From an optimization exercise on the open Yosys and OpenROAD flow, aimed at small area and a short achievable clock period; shortcuts taken in it are not production practice.
Where RTL was checked, it was by simulation tests only, not by an equivalence proof against the original.
Only the layout flow was run in run 2; the RTL was not checked for function there.
In every run shown here, the design's own scripts or RTL, not TritonCTS, make the clock network.
The clock input has no modelled driver; a real chip could not lean on it and would need a root buffer or a full tree.
No activity file was given, so power comes from the tool's default toggle rates.

==> flow/design.v <==
package sb_pkg;
    typedef logic [31:0] inst_t;
    typedef logic [2:0]  fu_id_t;
    typedef logic [4:0]  reg_idx_t;
    typedef logic [4:0]  fu_op_t;
    localparam int num_fu = 4;
    localparam fu_id_t fu_none = 3'd0;
    localparam fu_id_t fu_alu  = 3'd1;
    localparam fu_id_t fu_mem  = 3'd2;
    localparam fu_id_t fu_mul  = 3'd3;
    localparam fu_id_t fu_div  = 3'd4;
    localparam fu_op_t alu_add   = 5'h01;
    localparam fu_op_t alu_sub   = 5'h02;
    localparam fu_op_t alu_and   = 5'h03;
    localparam fu_op_t alu_or    = 5'h04;
    localparam fu_op_t alu_xor   = 5'h05;
    localparam fu_op_t alu_sll   = 5'h06;
    localparam fu_op_t alu_srl   = 5'h07;
    localparam fu_op_t alu_slt   = 5'h08;
    localparam fu_op_t alu_sltu  = 5'h09;
    localparam fu_op_t alu_sra   = 5'h0a;
    localparam fu_op_t alu_imm   = 5'h10;
    localparam fu_op_t alu_lui   = 5'h1b;
    localparam fu_op_t alu_auipc = 5'h1c;
    localparam fu_op_t mem_lb  = 5'b0_000_0;
    localparam fu_op_t mem_lh  = 5'b0_001_0;
    localparam fu_op_t mem_lw  = 5'b0_010_0;
    localparam fu_op_t mem_lbu = 5'b0_100_0;
    localparam fu_op_t mem_lhu = 5'b0_101_0;
    localparam fu_op_t mem_sb  = 5'b0_000_1;
    localparam fu_op_t mem_sh  = 5'b0_001_1;
    localparam fu_op_t mem_sw  = 5'b0_010_1;
    localparam fu_op_t mul_mul    = 5'd0;
    localparam fu_op_t mul_mulh   = 5'd1;
    localparam fu_op_t mul_mulhsu = 5'd2;
    localparam fu_op_t mul_mulhu  = 5'd3;
    localparam fu_op_t div_div    = 5'd0;
    localparam fu_op_t div_divu   = 5'd1;
    localparam fu_op_t div_rem    = 5'd2;
    localparam fu_op_t div_remu   = 5'd3;
    localparam logic [6:0] opc_r     = 7'b0110011;
    localparam logic [6:0] opc_i     = 7'b0010011;
    localparam logic [6:0] opc_load  = 7'b0000011;
    localparam logic [6:0] opc_store = 7'b0100011;
    localparam logic [6:0] opc_lui   = 7'b0110111;
    localparam logic [6:0] opc_auipc = 7'b0010111;
    localparam logic [6:0] f7_base   = 7'h00;
    localparam logic [6:0] f7_muldiv = 7'h01;
    localparam logic [6:0] f7_alt    = 7'h20;
endpackage
module scoreboard_ctrl (
    input  logic                      clk,
    input  logic                      rst,
    input  sb_pkg::inst_t             inst,
    input  logic                      inst_valid,
    input  logic [sb_pkg::num_fu-1:0] fu_done,
    output logic                      issue_ack,
    output logic [sb_pkg::num_fu-1:0] ro_en,
    output sb_pkg::fu_op_t            ro_op,
    output sb_pkg::reg_idx_t          rs1_ctrl,
    output sb_pkg::reg_idx_t          rs2_ctrl,
    output logic                      reg_write,
    output sb_pkg::fu_id_t            wb_fu,
    output sb_pkg::reg_idx_t          rd_ctrl
);
    logic [4:1]      busy;     
    logic [4:1]      pre;      
    logic [4:1]      rdy1;     
    logic [4:1]      rdy2;
    logic [4:1]      done;     
    logic [4:1][4:0] dst;      
    logic [4:1][4:0] src1;
    logic [4:1][4:0] src2;
    logic [4:0]      op1;      
    logic [3:0]      op2;      
    logic [1:0]      op3;      
    logic [1:0]      op4;
    logic [6:0] opc;
    logic [2:0] f3;
    logic [6:0] f7;
    logic [4:0] rd, rs1, rs2;
    assign opc = inst[6:0];
    assign f3  = inst[14:12];
    assign f7  = inst[31:25];
    assign rd  = inst[11:7];
    assign rs1 = inst[19:15];
    assign rs2 = inst[24:20];
    logic is_r, is_i, is_ld, is_st, is_lui, is_auipc;
    assign is_r     = (opc == sb_pkg::opc_r);
    assign is_i     = (opc == sb_pkg::opc_i);
    assign is_ld    = (opc == sb_pkg::opc_load);
    assign is_st    = (opc == sb_pkg::opc_store);
    assign is_lui   = (opc == sb_pkg::opc_lui);
    assign is_auipc = (opc == sb_pkg::opc_auipc);
    logic f7_0, f7_20, f7_1;
    assign f7_0  = (f7 == sb_pkg::f7_base);
    assign f7_20 = (f7 == sb_pkg::f7_alt);
    assign f7_1  = (f7 == sb_pkg::f7_muldiv);
    logic [4:1] val;           
    assign val[1] = (is_r && (f7_0 || (f7_20 && (f3 == 3'h0 || f3 == 3'h5)))) ||
                    (is_i && (f3 == 3'h1 ? f7_0 : (f3 == 3'h5 ? (f7_0 || f7_20) : 1'b1))) ||
                    is_lui || is_auipc;
    assign val[2] = (is_ld && (f3 != 3'h3 && f3 != 3'h6 && f3 != 3'h7)) ||
                    (is_st && !f3[2] && f3 != 3'h3);
    assign val[3] = is_r && f7_1 && !f3[2];
    assign val[4] = is_r && f7_1 &&  f3[2];
    logic [4:0] alu_op;
    logic       alu_alt;
    assign alu_alt = inst[30] && (inst[5] || f3 == 3'h5);
    always_comb begin
        case (f3)
            3'h0:    alu_op = alu_alt ? sb_pkg::alu_sub : sb_pkg::alu_add;
            3'h1:    alu_op = sb_pkg::alu_sll;
            3'h2:    alu_op = sb_pkg::alu_slt;
            3'h3:    alu_op = sb_pkg::alu_sltu;
            3'h4:    alu_op = sb_pkg::alu_xor;
            3'h5:    alu_op = alu_alt ? sb_pkg::alu_sra : sb_pkg::alu_srl;
            3'h6:    alu_op = sb_pkg::alu_or;
            default: alu_op = sb_pkg::alu_and;
        endcase
        if (!inst[5]) alu_op = alu_op | sb_pkg::alu_imm;
        if (inst[2])  alu_op = inst[5] ? sb_pkg::alu_lui : sb_pkg::alu_auipc;
    end
    logic [4:1][4:0] n_dst, n_src1, n_src2;
    logic [4:1]      has_s1, has_s2, has_d;
    assign has_d  = {1'b1, 1'b1, !inst[5], 1'b1};
    assign has_s1 = {1'b1, 1'b1, 1'b1, !inst[2]};
    assign has_s2 = {1'b1, 1'b1, inst[5], inst[5] && !inst[2]};
    always_comb begin
        for (int u = 1; u <= 4; u++) begin
            n_dst[u]  = has_d[u]  ? rd  : 5'd0;
            n_src1[u] = has_s1[u] ? rs1 : 5'd0;
            n_src2[u] = has_s2[u] ? rs2 : 5'd0;
        end
    end
    logic [4:1] wake1, wake2;
    logic       rd_nz, rs1_nz, rs2_nz;
    assign rd_nz  = (rd  != 5'd0);
    assign rs1_nz = (rs1 != 5'd0);
    assign rs2_nz = (rs2 != 5'd0);
    logic [4:1] rs1_hit, rs2_hit, rd_hit;    
    logic [4:1] rd_s1, rd_s2;                
    always_comb begin
        for (int v = 1; v <= 4; v++) begin
            rs1_hit[v] = rs1_nz && (rs1 == dst[v]);
            rs2_hit[v] = rs2_nz && (rs2 == dst[v]);
            rd_hit[v]  = rd_nz  && (rd  == dst[v]);
            rd_s1[v]   = rd_nz  && (rd  == src1[v]);
            rd_s2[v]   = rd_nz  && (rd  == src2[v]);
        end
    end
    logic [4:1] rog;
    logic [4:1][4:1] war;
    always_ff @(posedge clk) begin
        for (int v = 1; v <= 4; v++)
            for (int u = 1; u <= 4; u++)
                if (u != v) begin
                    if (!busy[v])
                        war[v][u] <= has_d[v] && !rog[u] &&
                                     ((rdy1[u] && rd_s1[u]) || (rdy2[u] && rd_s2[u]));
                    else
                        war[v][u] <= war[v][u] && !rog[u];
                end
    end
    logic [4:1] wbg, done_n, war_n, wb_req_n, wbg_n;
    logic [4:0] rd_n;
    always_comb begin
        for (int u = 1; u <= 4; u++) begin
            done_n[u] = busy[u] && !wbg[u] && (done[u] || fu_done[u-1]);
        end
        for (int v = 1; v <= 4; v++) begin
            war_n[v] = 1'b0;
            for (int u = 1; u <= 4; u++)
                if (u != v && war[v][u] && !rog[u])
                    war_n[v] = 1'b1;
        end
    end
    assign wb_req_n = done_n & ~war_n;
    assign wbg_n = {wb_req_n[4] & ~|wb_req_n[3:1], wb_req_n[3] & ~|wb_req_n[2:1],
                    wb_req_n[2] & ~wb_req_n[1], wb_req_n[1]};
    assign rd_n  = ({5{wbg_n[1]}} & dst[1]) | ({5{wbg_n[2]}} & dst[2]) |
                   ({5{wbg_n[3]}} & dst[3]) | ({5{wbg_n[4]}} & dst[4]);
    logic [4:0] rd_q;
    always_ff @(posedge clk or posedge rst) begin
        if (rst) wbg <= '0;
        else     wbg <= wbg_n;
    end
    always_ff @(posedge clk) rd_q <= rd_n;
    logic       waw, pend1, pend2, dec_valid, issue_en;
    logic [4:1] issue;
    assign waw   = |(busy & rd_hit);
    assign pend1 = |(busy & ~wbg & rs1_hit);
    assign pend2 = |(busy & ~wbg & rs2_hit);
    assign dec_valid = |val;
    always_comb begin
        for (int u = 1; u <= 4; u++)
            issue[u] = inst_valid && val[u] && !busy[u] && !(has_d[u] && waw);
    end
    assign issue_en = (inst_valid && !dec_valid) || (|issue);
    always_comb begin
        for (int u = 1; u <= 4; u++) begin
            wake1[u] = pre[u] && (|wbg) && (rd_q == src1[u]);
            wake2[u] = pre[u] && (|wbg) && (rd_q == src2[u]);
        end
    end
    logic [4:1] busy_n, rdy1_n, rdy2_n, rq_n, rog_n;
    always_comb begin
        for (int u = 1; u <= 4; u++) begin
            if (busy[u]) begin
                busy_n[u] = !wbg[u];
                rdy1_n[u] = !rog[u] && !wbg[u] && (rdy1[u] || wake1[u]);
                rdy2_n[u] = !rog[u] && !wbg[u] && (rdy2[u] || wake2[u]);
            end else begin
                busy_n[u] = issue[u];
                rdy1_n[u] = issue[u] && !(has_s1[u] && pend1);
                rdy2_n[u] = issue[u] && !(has_s2[u] && pend2);
            end
        end
    end
    assign rq_n  = rdy1_n & rdy2_n;
    assign rog_n = {rq_n[4] & ~|rq_n[3:1], rq_n[3] & ~|rq_n[2:1], rq_n[2] & ~rq_n[1], rq_n[1]};
    always_ff @(posedge clk or posedge rst) begin
        if (rst) begin
            busy      <= '0;
            rdy1      <= '0;
            rdy2      <= '0;
            rog       <= '0;
            issue_ack <= 1'b0;
        end else begin
            busy      <= busy_n;
            rdy1      <= rdy1_n;
            rdy2      <= rdy2_n;
            rog       <= rog_n;
            issue_ack <= issue_en;
        end
    end
    always_ff @(posedge clk) begin
        for (int u = 1; u <= 4; u++) begin
            if (busy[u]) begin
                pre[u]  <= pre[u] && !rog[u] && !wbg[u];
                done[u] <= !wbg[u] && (done[u] || fu_done[u-1]);
            end else begin
                pre[u]  <= 1'b1;
                done[u] <= 1'b0;
            end
        end
    end
    always_ff @(posedge clk) begin
        for (int u = 1; u <= 4; u++) begin
            if (!busy[u]) begin
                dst[u]  <= n_dst[u];
                src1[u] <= n_src1[u];
                src2[u] <= n_src2[u];
            end
        end
        if (!busy[1]) op1 <= alu_op;
        if (!busy[2]) op2 <= {f3, inst[5]};
        if (!busy[3]) op3 <= f3[1:0];
        if (!busy[4]) op4 <= f3[1:0];
    end
    assign ro_en     = rog;
    assign ro_op     = ({5{rog[1]}} & op1) | ({5{rog[2]}} & {1'b0, op2}) |
                       ({5{rog[3]}} & {3'b0, op3}) | ({5{rog[4]}} & {3'b0, op4});
    assign rs1_ctrl  = ({5{rog[1]}} & src1[1]) | ({5{rog[2]}} & src1[2]) |
                       ({5{rog[3]}} & src1[3]) | ({5{rog[4]}} & src1[4]);
    assign rs2_ctrl  = ({5{rog[1]}} & src2[1]) | ({5{rog[2]}} & src2[2]) |
                       ({5{rog[3]}} & src2[3]) | ({5{rog[4]}} & src2[4]);
    assign reg_write = |wbg;
    assign wb_fu     = {wbg[4], wbg[2] | wbg[3], wbg[1] | wbg[3]};
    assign rd_ctrl   = rd_q;
endmodule
==> flow/flow/run.sh <==
#!/bin/bash
# Standard ORFS layout with these changes:
#  - the port buffers are plain buffers instead of the delay cells
#    buffer_ports picks on its own;
#  - the clock tree is a balanced two-level tree built by flow/manual_cts.tcl
#    (one root buffer, one leaf buffer per group of nearby flops), in place of
#    TritonCTS's H-tree; the rest of the CTS step (legalisation, timing
#    repair) runs unchanged.
set -euo pipefail
here=$(pwd)
export BUFFER_PORTS_ARGS="-buffer_cell sky130_fd_sc_hd__buf_1"
export PRE_CTS_TCL="$here/flow/manual_cts.tcl"
export MCTS_CLK=clk
export MCTS_ROOT=sky130_fd_sc_hd__clkbuf_8
export MCTS_LEAF=sky130_fd_sc_hd__clkbuf_8
export MCTS_NLEAF=8
bash standard.sh > make.log 2>&1
==> flow/flow/manual_cts.tcl <==
# Replaces clock_tree_synthesis with a small two-level clock tree: one root
# buffer next to the clock's loads, driving one leaf buffer per group of flops;
# the flops are grouped by position so each leaf drives a compact cluster.
proc clock_tree_synthesis {args} {
  set block [ord::get_db_block]
  set db [ord::get_db]
  set leaf_master [$db findMaster $::env(MCTS_LEAF)]
  set root_master [$db findMaster $::env(MCTS_ROOT)]
  set nleaf $::env(MCTS_NLEAF)
  set clk [$block findNet $::env(MCTS_CLK)]
  set sinks {}
  foreach it [$clk getITerms] {
    if {[$it isInputSignal]} { lappend sinks $it }
  }
  # group the sinks: sort by x into columns, each column by y into cells
  set pts {}
  foreach it $sinks {
    set inst [$it getInst]
    set loc [$inst getLocation]
    lappend pts [list [lindex $loc 0] [lindex $loc 1] $it]
  }
  set n [llength $pts]
  set ncol [expr {int(ceil(sqrt($nleaf)))}]
  set nrow [expr {int(ceil(double($nleaf) / $ncol))}]
  set pts [lsort -integer -index 0 $pts]
  set groups {}
  set per_col [expr {int(ceil(double($n) / $ncol))}]
  for {set c 0} {$c < $ncol} {incr c} {
    set col [lsort -integer -index 1 [lrange $pts [expr {$c*$per_col}] [expr {($c+1)*$per_col-1}]]]
    set m [llength $col]
    if {$m == 0} continue
    set per_row [expr {int(ceil(double($m) / $nrow))}]
    for {set r 0} {$r < $nrow} {incr r} {
      set g [lrange $col [expr {$r*$per_row}] [expr {($r+1)*$per_row-1}]]
      if {[llength $g]} { lappend groups $g }
    }
  }
  # root buffer at the centroid of all sinks
  set sx 0; set sy 0
  foreach p $pts { incr sx [lindex $p 0]; incr sy [lindex $p 1] }
  set rx [expr {$sx / $n}]; set ry [expr {$sy / $n}]
  set root [odb::dbInst_create $block $root_master clkbuf_root]
  $root setLocation $rx $ry
  $root setPlacementStatus PLACED
  set rnet [odb::dbNet_create $block clknet_root]
  $rnet setSigType CLOCK
  [$root findITerm A] connect $clk
  [$root findITerm X] connect $rnet
  set i 0
  foreach g $groups {
    set gx 0; set gy 0
    foreach p $g { incr gx [lindex $p 0]; incr gy [lindex $p 1] }
    set gx [expr {$gx / [llength $g]}]; set gy [expr {$gy / [llength $g]}]
    set leaf [odb::dbInst_create $block $leaf_master clkbuf_leaf_$i]
    $leaf setLocation $gx $gy
    $leaf setPlacementStatus PLACED
    set lnet [odb::dbNet_create $block clknet_leaf_$i]
    $lnet setSigType CLOCK
    [$leaf findITerm A] connect $rnet
    [$leaf findITerm X] connect $lnet
    foreach p $g {
      set it [lindex $p 2]
      $it disconnect
      $it connect $lnet
    }
    puts "manual cts: leaf $i drives [llength $g] sinks"
    incr i
  }
  puts "manual cts: $n sinks, $i leaf buffers"
  detailed_placement
  set_propagated_clock [all_clocks]
}
==> flow/standard.sh <==
#!/bin/bash
# synth_recipe.tcl (not shown) runs the flow's synth.tcl, then flattens the netlist and writes it again
# the make line also repeats each setting of config.mk as NAME=value (left out here)
make -C /OpenROAD-flow-scripts/flow DESIGN_CONFIG=/design/flow/config.mk WORK_HOME=/design/flow/orfs CLKGATE_MAP_FILE= SYNTH_SCRIPT=/design/flow/synth_recipe.tcl "${@:-finish}"
==> flow/config.mk <==
export PLATFORM = sky130hd
export DESIGN_NAME = scoreboard_ctrl
export DESIGN_NICKNAME = scoreboard_ctrl
export VERILOG_FILES = /design/flow/design.v
export SDC_FILE = /design/flow/constraint.sdc
export NUM_CORES = 4
export LEC_CHECK = 0
export CAP_MARGIN = 20
export CORE_MARGIN = 2
export CORE_UTILIZATION = 65
export SETUP_SLACK_MARGIN = 2.0
export SLEW_MARGIN = 20
==> flow/constraint.sdc <==
create_clock -name core_clock -period 4.5 [get_ports {clk}]
set_input_delay 0.9000 -clock core_clock [delete_from_list [all_inputs] [get_ports {clk}]]
set_output_delay 0.9000 -clock core_clock [all_outputs]
set_load 0.01 [all_outputs]
==> insert_results.sql, run 1 <==
INSERT INTO impl_metrics (metric_group, metric, value, unit) VALUES
('status', 'run_status', 'timing/DRC/antenna clean', ''),
('floorplanning', 'pin_count', '68', ''),
('detailed_routing', 'drt_iter0_drc', '449', ''),
('yosys', 'synth_cells', '612', ''),
('yosys', 'edff_count_synth', '73', ''),
('power_and_ir_drop', 'vdd_ir_drop_max', '0.356', 'mV'),
('timing', 'worst-slew-pin-transition', '802', 'ps'),
('timing', 'maxClockFrequency', '399', 'MHz'),
('yosys', 'ys.flop_type', 'edfxtp_1', ''),
('setup_path', 'cp.required', '4790', 'ps'),
('hold_path', 'hold_class', 'register to register', ''),
('yosys', 'synth.distinct_cells', '61', ''),
('yosys', 'seq_area_frac_synth', '48.4', '%'),
('final_layout', 'syn_to_final_growth', '12.2', '%'),
('clock_network', 'clk_pin_slew', '80', 'ps'),
('floorplanning', 'die-height', '105', 'um'),
('placed_design', 'io_buffer_count', '67', ''),
('timing', 'finalHoldViolCount', '0', ''),
('placed_design', 'finalWeightedCongestion', '1.01', ''),
('detailed_routing', 'post-route-drc-count', '0', ''),
('floorplanning', 'total_die_area', '11100', 'um^2'),
('grt', 'grt_max_degree', '25', ''),
('grt', 'overall_track_demand_over_capacity_in_global_routing', '34.3', '%'),
('detailed_routing', 'drt-wirelength-per-cell', '23.8', 'um'),
('detailed_routing', 'finalWirelength', '19.3', 'mm'),
('final_layout', 'num-nets-final', '718', ''),
('setup_path', 'timing.critical_path.arrival', '2790', 'ps'),
('floorplanning', 'num_rows', '36', ''),
('detailed_routing', 'detail-route-antenna-nets', '0', ''),
('final_layout', 'insertedDiodeCount', '0', ''),
('timing', 'setup-tns-final', '0', 'ps'),
('final_layout', 'filler_cell_count', '682', ''),
('setup_path', 'endpoint_kind', 'register', ''),
('yosys', 'yosysWarningCount', '1', ''),
('grt', 'initial_antenna_violation_count', '0', ''),
('placed_design', 'post-dp-hpwl', '13.3', 'mm'),
('power_and_ir_drop', 'power.density_cell_area', '488', 'nW/um^2'),
('yosys', 'flip_flop_and_latch_count_after_synthesis', '119', ''),
('floorplanning', 'die_x', '105', 'um'),
('setup_path', 'setup.worst_path.class', 'input pin to register', ''),
('detailed_routing', 'detail_route.first_pass.iterations', '7', ''),
('timing', 'relSlewSlack', '46.5', '%'),
('grt', 'globalRoute.totalOverflow', '0', ''),
('detailed_routing', 'vias', '5222', ''),
('timing', 'period_utilization', '55.7', '%'),
('final_layout', 'final_layout_size_suffix_gt1_share', '15.5', '%'),
('timing', 'finalSetupViolCount', '0', ''),
('power_and_ir_drop', 'p_leak', '2.84', 'nW'),
('grt', 'grt_first_pass_wirelength', '29.2', 'mm'),
('clock_network', 'worst_skew_pair.late_latency', '410', 'ps'),
('floorplanning', 'placeableCoreArea', '9860', 'um^2'),
('timing', 'timing.final.max_slew_violations', '0', ''),
('timing', 'fin_crit', '2510', 'ps'),
('run', 'max-cap-violations', '0', ''),
('yosys', 'synth_nets', '651', ''),
('yosys', 'synth.cell_area', '6650', 'um^2'),
('setup_path', 'timing.critical_path.fanout_max', '15', ''),
('yosys', 'asyncSetResetFlopFracSynth', '17.6', '%'),
('floorplanning', 'floorplan.initialDensity', '67.4', '%'),
('timing', 'worst_clock_skew', '15.2', 'ps'),
('detailed_routing', 'vias_per_cell', '6.45', ''),
('timing', 'rsz0062_at_grt', 'yes', ''),
('setup_path', 'critical_path.startpoint_type', 'input pin', ''),
('yosys', 'syn_area_per_cell', '10.9', 'um^2'),
('grt', 'grt_pass1_vias', '5090', ''),
('power_and_ir_drop', 'report.power.total', '3.64', 'mW');
-- critical path, cell delays in order --
cell and delay, ps:
clkbuf_4 210, and2b_4 290, nand3b_1 100, nor3_2 250, and4_2 300, o221ai_2 140, a22o_1 260, a2111oi_2 330
-- state kept, by name, summed over array words and instances, names as in the netlist --
| signal | flops |
|---|---|
| issue_ack | 1 |
| rdy2 | 4 |
| op1 | 5 |
| done | 4 |
| dst | 20 |
| busy | 4 |
| src2 | 20 |
| op2 | 4 |
| pre | 4 |
| rd_q | 5 |
| war | 12 |
| op4 | 2 |
| src1 | 20 |
| rdy1 | 4 |
| wbg | 4 |
| rog | 4 |
| op3 | 2 |
-- worst paths after layout --
kind / endpoint / startpoint / slack, ps / cells after the start
min in group asynchronous: rdy1[4]$_DFF_PP0_ / rst / 600 / 2
hold reg to reg: pre[1]$_SDFF_PN1_ / pre[1]$_SDFF_PN1_ / 440 / 2
setup reg to reg: rog[4]$_DFF_PP0_ / wbg[4]$_DFF_PP0_ / 2100 / 6
setup / recovery: rog[4]$_DFF_PP0_ / inst[2] / 1990 / 8
max in group asynchronous: rog[1]$_DFF_PP0_ / rst / 3310 / 2
hold / removal: pre[1]$_SDFF_PN1_ / pre[1]$_SDFF_PN1_ / 440 / 2
-- synth_stat cells, types with 2 or more instances --
master    number  area share [%]
nand2_1       43             2.4
o32ai_2        2            0.49
nand4_1       20             1.9
a22o_1         3            0.40
nor4_1        11             1.0
a21oi_1        6            0.45
nor4_4         2            0.64
edfxtp_1      73              33
buf_4          4            0.45
nor3_1        22             1.7
o211ai_1       2            0.23
buf_6          2            0.34
o21ai_1        2            0.15
clkbuf_1      12            0.68
nand3_1       11            0.83
or2_2          4            0.38
dfxtp_1       25             7.5
mux2i_1        8             1.2
a211o_1        4            0.53
xor2_1        64             8.4
o221ai_1       3            0.40
a221o_1        5            0.75
and2_1        11             1.0
or4_1          2            0.23
xnor2_1       76              10
o21ai_0       15             1.1
nor3_2         4            0.60
a41oi_1        4            0.53
inv_1          8            0.45
nand2b_1      11             1.0
nor2b_1       23             2.2
dfrtp_1       21             7.9
a22oi_1       29             3.3
nor2_1        35             2.0
buf_2         19             1.4
-- kinds of logic after synthesis --
group | share of synthesized area (%)
XOR/XNOR | 18.4
flip-flops | 48.4
multiplexers | 1.20
AND/OR/NAND/NOR | 17.6
buffers and inverters | 3.99
AO/OA/AOI/OAI | 10.3
-- metal layers --
metal	vias up	track usage, %	wire, um
li1	2300	-	-
met1	2529	47.4	7590
met2	335	54.9	9090
met3	58	5.43	1810
met4	0	12.9	768
met5	-	0	0
-- layout make-up --
type,instances,area [um^2],share of cell area (%)
tap,133,166,2.23
multi-input combinational,444,3300,44.3
buffer,10,138,1.85
inverter,9,36.3,0.487
sequential,119,3230,43.4
timing repair buffer,95,581,7.79
-- power breakdown --
group | internal (mW) | switching, mW | leakage [nW]
sequential | 1.51 | 0.426 | 1.26
clock | 0.200 | 0.337 | 0.0719
combinational | 0.484 | 0.682 | 1.51
total | 2.19 | 1.45 | 2.84
-- cells in the final DEF (no fill, tap or decap), types with 5 or more instances in the layout --
cell      Yosys  final
nor4_1       11      8
xor2_1       64     64
xnor2_1      76     75
a22oi_1      29     29
buf_2        19      8
nor2b_1      23     23
buf_1         1     49
nand4_1      20     20
nand3_1      11     11
clkbuf_8      0     11
nor3_2        4      8
and2_1       11     11
dfxtp_1      25     21
nor2_1       35     33
nor3_1       22     18
edfxtp_1     73     73
dfrtp_1      21     17
clkbuf_2      0      5
o21ai_0      15     15
mux2i_1       8      8
a21oi_1       6      5
a221o_1       5      5
buf_12        1      5
nand2b_1     11     11
inv_1         8      7
nand2_1      43     43
buf_4         4     20
-- stage by stage --
stage          hold WS (ps)  setup WS (ps)  instances  util [%]  area [um^2]
4_1_cts                 443           1920        797      72.8         7180
6_report                443           1990        810      75.6         7450
2_1_floorplan           416           1810        612         -         6670
3_5_place_dp            431           1160        782      70.2         6930
5_1_grt                 470           1940        810      75.6         7450
3_3_place_gp            428           1220        782      70.2         6930
-- what timing repair did --
item,4_1_cts,5_1_grt
endpoints found under the hold margin,0,0
pin swaps,3,18
endpoints found under the setup margin,34,17
hold buffers,0,0
setup buffers,5,13
resized for setup,28,45
==> inputs of run 2 (changes only) <==
--- a/flow/design.v
+++ b/flow/design.v
@@ -134,17 +134,22 @@
         end
     end
     logic [4:1] wake1, wake2;
-    logic       rd_nz, rs1_nz, rs2_nz;
-    assign rd_nz  = (rd  != 5'd0);
-    assign rs1_nz = (rs1 != 5'd0);
-    assign rs2_nz = (rs2 != 5'd0);
+    logic       rd_nz;
+    assign rd_nz = (rd != 5'd0);
+    logic [4:1] bz, bzw;
+    always_comb begin
+        for (int v = 1; v <= 4; v++) begin
+            bz[v]  = busy[v] && (dst[v] != 5'd0);
+            bzw[v] = bz[v] && !wbg[v];
+        end
+    end
     logic [4:1] rs1_hit, rs2_hit, rd_hit;    
     logic [4:1] rd_s1, rd_s2;                
     always_comb begin
         for (int v = 1; v <= 4; v++) begin
-            rs1_hit[v] = rs1_nz && (rs1 == dst[v]);
-            rs2_hit[v] = rs2_nz && (rs2 == dst[v]);
-            rd_hit[v]  = rd_nz  && (rd  == dst[v]);
+            rs1_hit[v] = bzw[v] && (rs1 == dst[v]);
+            rs2_hit[v] = bzw[v] && (rs2 == dst[v]);
+            rd_hit[v]  = bz[v]  && (rd  == dst[v]);
             rd_s1[v]   = rd_nz  && (rd  == src1[v]);
             rd_s2[v]   = rd_nz  && (rd  == src2[v]);
         end
@@ -178,8 +183,7 @@
     assign wb_req_n = done_n & ~war_n;
     assign wbg_n = {wb_req_n[4] & ~|wb_req_n[3:1], wb_req_n[3] & ~|wb_req_n[2:1],
                     wb_req_n[2] & ~wb_req_n[1], wb_req_n[1]};
-    assign rd_n  = ({5{wbg_n[1]}} & dst[1]) | ({5{wbg_n[2]}} & dst[2]) |
-                   ({5{wbg_n[3]}} & dst[3]) | ({5{wbg_n[4]}} & dst[4]);
+    assign rd_n  = wb_req_n[1] ? dst[1] : wb_req_n[2] ? dst[2] : wb_req_n[3] ? dst[3] : dst[4];
     logic [4:0] rd_q;
     always_ff @(posedge clk or posedge rst) begin
         if (rst) wbg <= '0;
@@ -188,9 +192,9 @@
     always_ff @(posedge clk) rd_q <= rd_n;
     logic       waw, pend1, pend2, dec_valid, issue_en;
     logic [4:1] issue;
-    assign waw   = |(busy & rd_hit);
-    assign pend1 = |(busy & ~wbg & rs1_hit);
-    assign pend2 = |(busy & ~wbg & rs2_hit);
+    assign waw   = |rd_hit;
+    assign pend1 = |rs1_hit;
+    assign pend2 = |rs2_hit;
     assign dec_valid = |val;
     always_comb begin
         for (int u = 1; u <= 4; u++)
--- a/flow/flow/run.sh
+++ b/flow/flow/run.sh
@@ -8,7 +8,7 @@
 #    repair) runs unchanged.
 set -euo pipefail
 here=$(pwd)
-export BUFFER_PORTS_ARGS="-buffer_cell sky130_fd_sc_hd__buf_1"
+export BUFFER_PORTS_ARGS="-buffer_cell sky130_fd_sc_hd__buf_2"
 export PRE_CTS_TCL="$here/flow/manual_cts.tcl"
 export MCTS_CLK=clk
 export MCTS_ROOT=sky130_fd_sc_hd__clkbuf_8
--- a/flow/config.mk
+++ b/flow/config.mk
@@ -7,6 +7,6 @@
 export LEC_CHECK = 0
 export CAP_MARGIN = 20
 export CORE_MARGIN = 2
-export CORE_UTILIZATION = 65
+export CORE_UTILIZATION = 70
 export SETUP_SLACK_MARGIN = 2.0
 export SLEW_MARGIN = 20
==> run 2 against run 1 <==
Still clean on timing, DRC and antenna. Wire length rose by 1.9%. Cell area fell by 0.32%. Via count increased by 3.9%. Global-route usage up 3.4 points. Register-to-register slack got worse by 80 ps. Core utilization up 5.2 points. Hold slack better by 15 ps. Sequential power is about 40% lower. Clock power shrank 0.9%. Fmax up 0.80%. Combinational power shrank 87%. Critical path type is now register to output port. Critical endpoint is now reg_write.
==> insert_results.sql, run 2 <==
INSERT INTO impl_metrics (metric_group, metric, value, unit) VALUES
('final_layout', 'final_layout_size_suffix_gt1_share', '21.6', '%'),
('final_layout', 'insertedDiodeCount', '0', ''),
('setup_path', 'setup.worst_path.class', 'register to output port', ''),
('yosys', 'flip_flop_and_latch_count_after_synthesis', '119', ''),
('final_layout', 'fin_cells', '805', ''),
('power_and_ir_drop', 'p_switching', '0.426', 'mW'),
('yosys', 'ys.flop_type', 'edfxtp_1', ''),
('power_and_ir_drop', 'seqPwrFrac', '63.0', '%'),
('yosys', 'synth.distinct_cells', '56', ''),
('power_and_ir_drop', 'cell_internal_power', '1.41', 'mW'),
('hold_path', 'whs_path_depth', '1', ''),
('grt', 'grt_first_pass_wirelength', '29.0', 'mm'),
('yosys', 'synth.cell_area', '6630', 'um^2'),
('timing', 'maxClockFrequency', '402', 'MHz'),
('timing', 'setup-tns-final', '0', 'ps'),
('final_layout', 'reg_top3', 'dst: 20 flops, src1: 20 flops, src2: 20 flops', ''),
('floorplanning', 'num_rows', '35', ''),
('setup_path', 'destination_of_the_worst_register_to_register_timing_path', 'rog[4]$_DFF_PP0_', ''),
('timing', 'period_utilization', '55.2', '%'),
('clock_network', 'clk_pin_slew', '80', 'ps'),
('grt', 'overall_track_demand_over_capacity_in_global_routing', '37.7', '%'),
('detailed_routing', 'drt-wirelength-per-cell', '24.4', 'um'),
('final_layout', 'filler_cell_count', '587', ''),
('yosys', 'synth_largest_area_cell', 'edfxtp_1', ''),
('floorplanning', 'die-height', '101', 'um'),
('hold_path', 'worst_hold_startpoint', 'done[4]$_SDFF_PN0_', ''),
('yosys', 'ys_top_cells_by_count', 'edfxtp_1 (73), xnor2_1 (70), xor2_1 (70)', ''),
('clock_network', 'hold_buffers', '0', ''),
('final_layout', 'commonest_non_fill_non_tap_cell_in_the_layout', 'edfxtp_1', ''),
('setup_path', 'timing.critical_path.fanout_max', '5', ''),
('detailed_routing', 'drt_iter0_drc', '467', ''),
('floorplanning', 'pin_count', '68', ''),
('detailed_routing', 'vias_per_cell', '6.74', ''),
('detailed_routing', 'finalWirelength', '19.6', 'mm'),
('detailed_routing', 'vias', '5425', ''),
('detailed_routing', 'detail_route.first_pass.iterations', '5', ''),
('timing', 'relSlewSlack', '31.4', '%'),
('setup_path', 'timing.critical_path.arrival', '1590', 'ps'),
('timing', 'timing.final.max_slew_violations', '0', ''),
('final_layout', 'num-nets-final', '735', ''),
('yosys', 'synth_cells', '635', ''),
('timing', 'finalSetupViolCount', '0', ''),
('floorplanning', 'placeableCoreArea', '9200', 'um^2'),
('grt', 'grt_max_degree', '25', ''),
('floorplanning', 'die_x', '101', 'um'),
('placed_design', 'io_buffer_count', '67', ''),
('power_and_ir_drop', 'p_sw_share', '23.2', '%'),
('detailed_routing', 'post-route-drc-count', '0', ''),
('status', 'run_status', 'timing/DRC/antenna clean', ''),
('timing', 'worst-slew-pin-transition', '1020', 'ps'),
('power_and_ir_drop', 'power.density_cell_area', '247', 'nW/um^2'),
('timing', 'fin_crit', '2490', 'ps'),
('setup_path', 'reg2reg_depth', '7', ''),
('yosys', 'asyncSetResetFlopFracSynth', '17.6', '%'),
('detailed_routing', 'detail-route-antenna-nets', '0', ''),
('grt', 'globalRoute.totalOverflow', '0', ''),
('final_layout', 'layout.cells.most_common_list', 'edfxtp_1 (73), xnor2_1 (70), xor2_1 (70)', ''),
('power_and_ir_drop', 'pwr-share-clk', '29.0', '%'),
('yosys', 'yosysTopAreaCellShare', '33.1', '%'),
('grt', 'initial_antenna_violation_count', '0', ''),
('run', 'max-cap-violations', '0', ''),
('setup_path', 'endpoint_kind', 'output port', ''),
('setup_path', 'rr_startpoint', 'busy[1]$_DFF_PP0_', ''),
('hold_path', 'hold_class', 'register to register', ''),
('clock_network', 'worst_skew_pair.late_latency', '410', 'ps'),
('yosys', 'syn_area_per_cell', '10.4', 'um^2'),
('yosys', 'seq_area_frac_synth', '48.6', '%'),
('grt', 'grt_pass1_vias', '5270', ''),
('timing', 'worst_clock_skew', '12.6', 'ps'),
('placed_design', 'post-dp-hpwl', '13.4', 'mm'),
('setup_path', 'critical_path.startpoint_type', 'register', ''),
('power_and_ir_drop', 'vdd_ir_drop_max', '0.256', 'mV'),
('timing', 'rsz0062_at_grt', 'yes', ''),
('yosys', 'edff_count_synth', '73', ''),
('placed_design', 'placed_cells_incl_taps', '767', ''),
('yosys', 'synth_nets', '674', ''),
('final_layout', 'syn_to_final_growth', '12.1', '%'),
('hold_path', 'whs_endpoint', 'done[4]$_SDFF_PN0_', ''),
('placed_design', 'finalWeightedCongestion', '1.06', ''),
('setup_path', 'cp.required', '3600', 'ps'),
('yosys', 'yosysWarningCount', '1', ''),
('power_and_ir_drop', 'comb_power_share', '8.1', '%'),
('yosys', 'synthMostInstantiatedCell', 'edfxtp_1', ''),
('power_and_ir_drop', 'p_leak', '2.91', 'nW'),
('yosys', 'synth.area.top_cells', 'edfxtp_1 (33%), xnor2_1 (9.3%), xor2_1 (9.3%)', ''),
('timing', 'finalHoldViolCount', '0', ''),
('floorplanning', 'total_die_area', '10300', 'um^2'),
('floorplanning', 'floorplan.initialDensity', '72.1', '%'),
('final_layout', 'fin_util', '80.8', '%'),
('setup_path', 'setup.reg_to_reg.worst_slack', '2020', 'ps');
run 2: layer usage:
metal	global-route usage [%]	vias to the layer above	part of all wire [%]
li1	-	2360	-
met1	50.4	2592	37
met2	60.9	377	47
met3	4.97	96	9.7
met4	18.8	0	6.2
met5	0	-	0
run 2: cell type report:
type	instances	area, um^2	share of cell area [%]
plain buffers	10	138	1.85
inverters	10	38.8	0.522
multi-input cells	459	3320	44.6
flip-flops and latches	119	3230	43.4
well taps	111	139	1.87
repair buffers	96	572	7.69
run 2: cells by family (layout without fill, tap and decap cells):
group	after synthesis	count (layout)	synth area share, %
buf+inv	57	116	3.34
simple gates	212	212	17.6
flops	119	119	48.6
compound gates	94	94	10.1
xor+xnor	140	140	18.5
mux	13	13	1.96
run 2: how the worst max path moves through the flow:
| stage | from | end | slack (ps) | depth (start not counted) |
|---|---|---|---|---|
| after floorplan | inst[26] | rog[4]$_DFF_PP0_ | 1880 | 6 |
| after global placement | inst[15] | rog[4]$_DFF_PP0_ | 1520 | 8 |
| after detailed placement | inst[15] | rog[4]$_DFF_PP0_ | 1450 | 8 |
| after CTS | busy[4]$_DFF_PP0_ | rog[4]$_DFF_PP0_ | 1950 | 7 |
| after global routing | dst[1]$_DFFE_PN_ | rog[2]$_DFF_PP0_ | 1930 | 7 |
| final | wbg[2]$_DFF_PP0_ | reg_write | 2010 | 2 |
run 2: worst max-delay path: stages (launching register included):
cell and delay, ps:
dfrtp_2 470, or4_4 560, buf_2 160
run 2: repair_timing:
action | 4_1_cts | 5_1_grt
setup endpoints to repair | 23 | 8
pin swaps | 2 | 11
gates resized for setup | 11 | 21
setup buffers | 1 | 27
run 2: power by group through the flow:
stage / Combinational [mW] / Clock (mW) / Sequential [mW]
2_1_floorplan: 0.0945 / 0 / 1.18
4_1_cts: 0.140 / 0.532 / 1.16
3_5_place_dp: 0.139 / 0 / 1.18
5_1_grt: 0.160 / 0.568 / 1.16
6_report: 0.148 / 0.532 / 1.16
3_3_place_gp: 0.134 / 0 / 1.18
run 2: stage by stage:
step / area [um^2] / hold slack [ps] / setup slack (ps) / power (mW)
after global routing: 7430 / 482 / 1930 / 1.88
after floorplan: 6670 / 415 / 1880 / 1.28
after detailed placement: 6950 / 437 / 1450 / 1.32
after global placement: 6950 / 427 / 1520 / 1.32
after CTS: 7120 / 448 / 1950 / 1.83
final: 7430 / 457 / 2010 / 1.84
==> inputs of run 3 (changes only) <==
--- a/flow/design.v
+++ b/flow/design.v
@@ -134,56 +134,57 @@
         end
     end
     logic [4:1] wake1, wake2;
-    logic       rd_nz;
-    assign rd_nz = (rd != 5'd0);
-    logic [4:1] bz, bzw;
-    always_comb begin
-        for (int v = 1; v <= 4; v++) begin
-            bz[v]  = busy[v] && (dst[v] != 5'd0);
-            bzw[v] = bz[v] && !wbg[v];
-        end
-    end
+    logic       rd_nz, rs1_nz, rs2_nz;
+    assign rd_nz  = (rd  != 5'd0);
+    assign rs1_nz = (rs1 != 5'd0);
+    assign rs2_nz = (rs2 != 5'd0);
     logic [4:1] rs1_hit, rs2_hit, rd_hit;    
     logic [4:1] rd_s1, rd_s2;                
     always_comb begin
         for (int v = 1; v <= 4; v++) begin
-            rs1_hit[v] = bzw[v] && (rs1 == dst[v]);
-            rs2_hit[v] = bzw[v] && (rs2 == dst[v]);
-            rd_hit[v]  = bz[v]  && (rd  == dst[v]);
+            rs1_hit[v] = rs1_nz && (rs1 == dst[v]);
+            rs2_hit[v] = rs2_nz && (rs2 == dst[v]);
+            rd_hit[v]  = rd_nz  && (rd  == dst[v]);
             rd_s1[v]   = rd_nz  && (rd  == src1[v]);
             rd_s2[v]   = rd_nz  && (rd  == src2[v]);
         end
     end
-    logic [4:1] rog;
-    logic [4:1][4:1] war;
+    logic [4:1][4:1] eq1, eq2;
     always_ff @(posedge clk) begin
-        for (int v = 1; v <= 4; v++)
-            for (int u = 1; u <= 4; u++)
+        for (int u = 1; u <= 4; u++)
+            for (int v = 1; v <= 4; v++)
                 if (u != v) begin
-                    if (!busy[v])
-                        war[v][u] <= has_d[v] && !rog[u] &&
-                                     ((rdy1[u] && rd_s1[u]) || (rdy2[u] && rd_s2[u]));
-                    else
-                        war[v][u] <= war[v][u] && !rog[u];
+                    if (!busy[u]) begin
+                        eq1[u][v] <= has_s1[u] && rs1_hit[v];
+                        eq2[u][v] <= has_s2[u] && rs2_hit[v];
+                    end else if (!busy[v]) begin
+                        eq1[u][v] <= has_d[v] && rd_s1[u];
+                        eq2[u][v] <= has_d[v] && rd_s2[u];
+                    end
                 end
     end
-    logic [4:1] wbg, done_n, war_n, wb_req_n, wbg_n;
+    logic [4:1] ro_req, rog, wbg, done_n, rdy1_n, rdy2_n, war_n, wb_req_n, wbg_n;
     logic [4:0] rd_n;
+    assign ro_req = rdy1 & rdy2;
+    assign rog = {ro_req[4] & ~|ro_req[3:1], ro_req[3] & ~|ro_req[2:1], ro_req[2] & ~ro_req[1], ro_req[1]};
     always_comb begin
         for (int u = 1; u <= 4; u++) begin
             done_n[u] = busy[u] && !wbg[u] && (done[u] || fu_done[u-1]);
+            rdy1_n[u] = busy[u] && !rog[u] && !wbg[u] && (rdy1[u] || wake1[u]);
+            rdy2_n[u] = busy[u] && !rog[u] && !wbg[u] && (rdy2[u] || wake2[u]);
         end
         for (int v = 1; v <= 4; v++) begin
             war_n[v] = 1'b0;
             for (int u = 1; u <= 4; u++)
-                if (u != v && war[v][u] && !rog[u])
+                if (u != v && ((rdy1_n[u] && eq1[u][v]) || (rdy2_n[u] && eq2[u][v])))
                     war_n[v] = 1'b1;
         end
     end
     assign wb_req_n = done_n & ~war_n;
     assign wbg_n = {wb_req_n[4] & ~|wb_req_n[3:1], wb_req_n[3] & ~|wb_req_n[2:1],
                     wb_req_n[2] & ~wb_req_n[1], wb_req_n[1]};
-    assign rd_n  = wb_req_n[1] ? dst[1] : wb_req_n[2] ? dst[2] : wb_req_n[3] ? dst[3] : dst[4];
+    assign rd_n  = ({5{wbg_n[1]}} & dst[1]) | ({5{wbg_n[2]}} & dst[2]) |
+                   ({5{wbg_n[3]}} & dst[3]) | ({5{wbg_n[4]}} & dst[4]);
     logic [4:0] rd_q;
     always_ff @(posedge clk or posedge rst) begin
         if (rst) wbg <= '0;
@@ -192,9 +193,9 @@
     always_ff @(posedge clk) rd_q <= rd_n;
     logic       waw, pend1, pend2, dec_valid, issue_en;
     logic [4:1] issue;
-    assign waw   = |rd_hit;
-    assign pend1 = |rs1_hit;
-    assign pend2 = |rs2_hit;
+    assign waw   = |(busy & rd_hit);
+    assign pend1 = |(busy & ~wbg & rs1_hit);
+    assign pend2 = |(busy & ~wbg & rs2_hit);
     assign dec_valid = |val;
     always_comb begin
         for (int u = 1; u <= 4; u++)
@@ -203,49 +204,41 @@
     assign issue_en = (inst_valid && !dec_valid) || (|issue);
     always_comb begin
         for (int u = 1; u <= 4; u++) begin
-            wake1[u] = pre[u] && (|wbg) && (rd_q == src1[u]);
-            wake2[u] = pre[u] && (|wbg) && (rd_q == src2[u]);
-        end
-    end
-    logic [4:1] busy_n, rdy1_n, rdy2_n, rq_n, rog_n;
-    always_comb begin
-        for (int u = 1; u <= 4; u++) begin
-            if (busy[u]) begin
-                busy_n[u] = !wbg[u];
-                rdy1_n[u] = !rog[u] && !wbg[u] && (rdy1[u] || wake1[u]);
-                rdy2_n[u] = !rog[u] && !wbg[u] && (rdy2[u] || wake2[u]);
-            end else begin
-                busy_n[u] = issue[u];
-                rdy1_n[u] = issue[u] && !(has_s1[u] && pend1);
-                rdy2_n[u] = issue[u] && !(has_s2[u] && pend2);
-            end
-        end
-    end
-    assign rq_n  = rdy1_n & rdy2_n;
-    assign rog_n = {rq_n[4] & ~|rq_n[3:1], rq_n[3] & ~|rq_n[2:1], rq_n[2] & ~rq_n[1], rq_n[1]};
+            wake1[u] = 1'b0;
+            wake2[u] = 1'b0;
+            for (int v = 1; v <= 4; v++)
+                if (v != u) begin
+                    if (wbg[v] && eq1[u][v]) wake1[u] = 1'b1;
+                    if (wbg[v] && eq2[u][v]) wake2[u] = 1'b1;
+                end
+            wake1[u] = wake1[u] && pre[u];
+            wake2[u] = wake2[u] && pre[u];
+        end
+    end
     always_ff @(posedge clk or posedge rst) begin
         if (rst) begin
             busy      <= '0;
+            pre       <= '0;
             rdy1      <= '0;
             rdy2      <= '0;
-            rog       <= '0;
+            done      <= '0;
             issue_ack <= 1'b0;
         end else begin
-            busy      <= busy_n;
-            rdy1      <= rdy1_n;
-            rdy2      <= rdy2_n;
-            rog       <= rog_n;
             issue_ack <= issue_en;
-        end
-    end
-    always_ff @(posedge clk) begin
-        for (int u = 1; u <= 4; u++) begin
-            if (busy[u]) begin
-                pre[u]  <= pre[u] && !rog[u] && !wbg[u];
-                done[u] <= !wbg[u] && (done[u] || fu_done[u-1]);
-            end else begin
-                pre[u]  <= 1'b1;
-                done[u] <= 1'b0;
+            for (int u = 1; u <= 4; u++) begin
+                if (busy[u]) begin
+                    busy[u] <= !wbg[u];
+                    pre[u]  <= pre[u] && !rog[u] && !wbg[u];
+                    rdy1[u] <= !rog[u] && !wbg[u] && (rdy1[u] || wake1[u]);
+                    rdy2[u] <= !rog[u] && !wbg[u] && (rdy2[u] || wake2[u]);
+                    done[u] <= !wbg[u] && (done[u] || fu_done[u-1]);
+                end else begin
+                    busy[u] <= issue[u];
+                    pre[u]  <= issue[u];
+                    rdy1[u] <= issue[u] && !(has_s1[u] && pend1);
+                    rdy2[u] <= issue[u] && !(has_s2[u] && pend2);
+                    done[u] <= 1'b0;
+                end
             end
         end
     end
--- a/flow/config.mk
+++ b/flow/config.mk
@@ -8,5 +8,5 @@
 export CAP_MARGIN = 20
 export CORE_MARGIN = 2
 export CORE_UTILIZATION = 70
-export SETUP_SLACK_MARGIN = 2.0
+export SETUP_SLACK_MARGIN = 1.8
 export SLEW_MARGIN = 20
==> run 3 against run 2 <==
Critical path depth grew 4. Sequential share of layout area rose by 6.0 points. Via count decreased by 3.4%. Clock power grew 1%. Core utilization fell by 1.5 points. Cell area shrank 0.94%. Power grew 63%. Fmax fell by 10%. Hold slack got worse by 3.1 ps. Global-route usage decreased by 4.1 points. First-iteration DRC count grew 16%. Die area up 1.1%. Largest cell class is now registers. Largest power group unchanged.
==> insert_results.sql, run 3 <==
INSERT INTO impl_metrics (metric_group, metric, value, unit) VALUES
('yosys', 'synthMostInstantiatedCell', 'edfxtp_1', ''),
('final_layout', 'final_layout_size_suffix_gt1_share', '17.3', '%'),
('power_and_ir_drop', 'vdd_ir_drop_max', '0.319', 'mV'),
('yosys', 'ys_top_cells_by_count', 'edfxtp_1 (97), nand2_1 (67), xor2_1 (64)', ''),
('yosys', 'ys.flop_type', 'edfxtp_1', ''),
('setup_path', 'path_cells', 'and2_4 > nor2_4 > buf_6 > a222oi_1 > nand2_1 > buf_2', ''),
('grt', 'initial_antenna_violation_count', '0', ''),
('final_layout', 'syn_to_final_growth', '9.86', '%'),
('grt', 'grt_max_degree', '27', ''),
('hold_path', 'hold_class', 'input pin to asynchronous set/reset pin', ''),
('yosys', 'seq_area_frac_synth', '54.3', '%'),
('yosys', 'synth.area.top_cells', 'edfxtp_1 (43%), dfrtp_1 (9.3%), xor2_1 (8.4%)', ''),
('grt', 'grt_first_pass_wirelength', '26.7', 'mm'),
('floorplanning', 'pin_count', '68', ''),
('final_layout', 'reg_top3', 'dst: 20 flops, src1: 20 flops, src2: 20 flops', ''),
('timing', 'timing.final.max_slew_violations', '0', ''),
('setup_path', 'critical_path.startpoint_type', 'register', ''),
('timing', 'worst_clock_skew', '17.8', 'ps'),
('floorplanning', 'placeableCoreArea', '9280', 'um^2'),
('floorplanning', 'die_x', '102', 'um'),
('clock_network', 'worst_skew_pair.late_latency', '410', 'ps'),
('detailed_routing', 'drt_iter0_drc', '544', ''),
('status', 'run_status', 'timing/DRC/antenna clean', ''),
('grt', 'grt_pass1_vias', '4976', ''),
('yosys', 'synth_cells', '616', ''),
('placed_design', 'post-dp-hpwl', '12.1', 'mm'),
('floorplanning', 'floorplan.initialDensity', '72.2', '%'),
('detailed_routing', 'detail-route-antenna-nets', '0', ''),
('setup_path', 'endpoint_kind', 'output port', ''),
('setup_path', 'timing.critical_path.arrival', '1880', 'ps'),
('timing', 'relSlewSlack', '32.1', '%'),
('setup_path', 'worst_path_max_delay_cell', 'dfrtp_1', ''),
('power_and_ir_drop', 'power.density_cell_area', '408', 'nW/um^2'),
('power_and_ir_drop', 'p_leak', '2.99', 'nW'),
('yosys', 'synth_largest_area_cell', 'edfxtp_1', ''),
('final_layout', 'commonest_non_fill_non_tap_cell_in_the_layout', 'edfxtp_1', ''),
('setup_path', 'timing.critical_path.fanout_max', '7', ''),
('timing', 'period_utilization', '61.7', '%'),
('timing', 'maxClockFrequency', '360', 'MHz'),
('floorplanning', 'total_die_area', '10400', 'um^2'),
('detailed_routing', 'finalWirelength', '17.8', 'mm'),
('final_layout', 'layout.cells.most_common_list', 'edfxtp_1 (97), buf_2 (68), nand2_1 (65)', ''),
('yosys', 'synth.cell_area', '6700', 'um^2'),
('final_layout', 'filler_cell_count', '639', ''),
('detailed_routing', 'post-route-drc-count', '0', ''),
('yosys', 'yosysWarningCount', '1', ''),
('yosys', 'edff_count_synth', '97', ''),
('timing', 'worst-slew-pin-transition', '1020', 'ps'),
('setup_path', 'setup.worst_path.class', 'register to output port', '');
==> run 3: changes by cell type after synthesis, moves of 13 or more <==
| cell | previous run | this run |
|---|---|---|
| xnor2_1 | 70 | 36 |
| edfxtp_1 | 73 | 97 |
| dfxtp_1 | 25 | 5 |
| nand2_1 | 48 | 67 |
| a22oi_1 | 24 | 5 |
| inv_1 | 6 | 19 |
| a222oi_1 | 0 | 18 |
==> run 3: critical path: cells and delay by family, from the launching register on <==
kind,cells,cell delay [ps]
AO/OA/AOI/OAI,1,360
AND/OR/NAND/NOR,3,370
buffers and inverters,2,310
flip-flops,1,430
==> run 3: path summary, 6_finish.rpt <==
check	start	to	slack [ps]	cells after the start
setup / recovery	rdy2[1]$_DFF_PP0_	rs2_ctrl[3]	1720	6
min in group core_clock	done[3]$_DFF_PP0_	done[3]$_DFF_PP0_	530	2
setup reg to reg	rdy2[2]$_DFF_PP0_	rd_q[4]$_DFF_P_	1810	8
hold / removal	rst	wbg[2]$_DFF_PP0_	450	2
max in group asynchronous	rst	busy[4]$_DFF_PP0_	3630	3
hold reg to reg	done[3]$_DFF_PP0_	done[3]$_DFF_PP0_	530	2
==> run 3: cell families after synthesis <==
kind of cell	synth area share (%)
AND/OR/NAND/NOR	15.6
XOR/XNOR	13.1
multiplexers	0.149
flip-flops	54.3
buffers and inverters	3.98
AO/OA/AOI/OAI	12.8
==> run 3: timing repair <==
action / CTS / global route
endpoints found under the hold margin: 0 / 0
hold buffers: 0 / 0
pin swaps: 3 / 19
resized for setup: 5 / 14
setup buffers: 3 / 9
gates cloned: 0 / 2
setup endpoints to repair: 22 / 21
==> run 3: per-stage QoR <==
step	hold slack, ps	setup slack (ps)	instance area (um^2)	power (mW)	util [%]
2_1_floorplan	447	1810	6700	2.21	-
3_3_place_gp	492	1500	7020	2.42	75.7
3_5_place_dp	496	1440	7020	2.45	75.7
4_1_cts	520	1770	7200	2.97	77.5
5_1_grt	473	1680	7360	3.13	79.3
6_report	454	1720	7360	3.00	79.3
==> run 3: power by group <==
part           switching (mW)  internal (mW)  total [mW]
logic                   0.404          0.251       0.655
clock network           0.340          0.200       0.539
registers               0.246           1.56        1.81
total                   0.990           2.01        3.00
==> run 3: cell type report <==
cell class	instances	area (um^2)	share of cell area [%]
inverter	19	71.3	0.969
timing repair buffer	84	508	6.90
sequential	127	3640	49.4
multi-input combinational	426	2840	38.6
buffer	10	138	1.87
tap	129	161	2.19
==> run 3: routing by layer <==
layer | vias to the layer above | wire length (um) | global-route usage [%]
li1 | 2333 | - | -
met1 | 2489 | 6620 | 46.8
met2 | 374 | 8700 | 57.7
met3 | 42 | 2030 | 2.60
met4 | 0 | 423 | 9.13
met5 | - | 0 | 0

static timing again, ports no longer ideal:
No port has a modelled driver above. Below, the same layouts with a new extraction and two added sets of constraints. Step 1 assumes that a clkbuf_16 drives the clock port and a buf_2 every other input. Step 2 adds t to the input delays and takes it off the output delays; t is the mean of the earliest and latest rising clock arrival at the registers after step 1. Input paths then give back, and output paths get back, about the clock's delay inside the block. Three values: ideal ports, drivers, drivers and shift; two values: the first two.
run	t, ns	setup WS [ns]	hold slack, ns	worst data-port slew with drivers (ns)
run 1	0.436	1.994 / 1.994 / 1.560	0.443 / 0.443 / 0.443	0.05
run 2	0.440	2.014 / 1.981 / 1.632	0.457 / 0.457 / 0.457	0.04
run 3	0.436	1.723 / 1.690 / 1.543	0.454 / 0.442 / 0.527	0.03
After both steps every run listed still meets setup and hold. For run 1, which loses most, drivers alone change the setup slack by 0.000 ns; drivers and shift together by -0.434 ns.
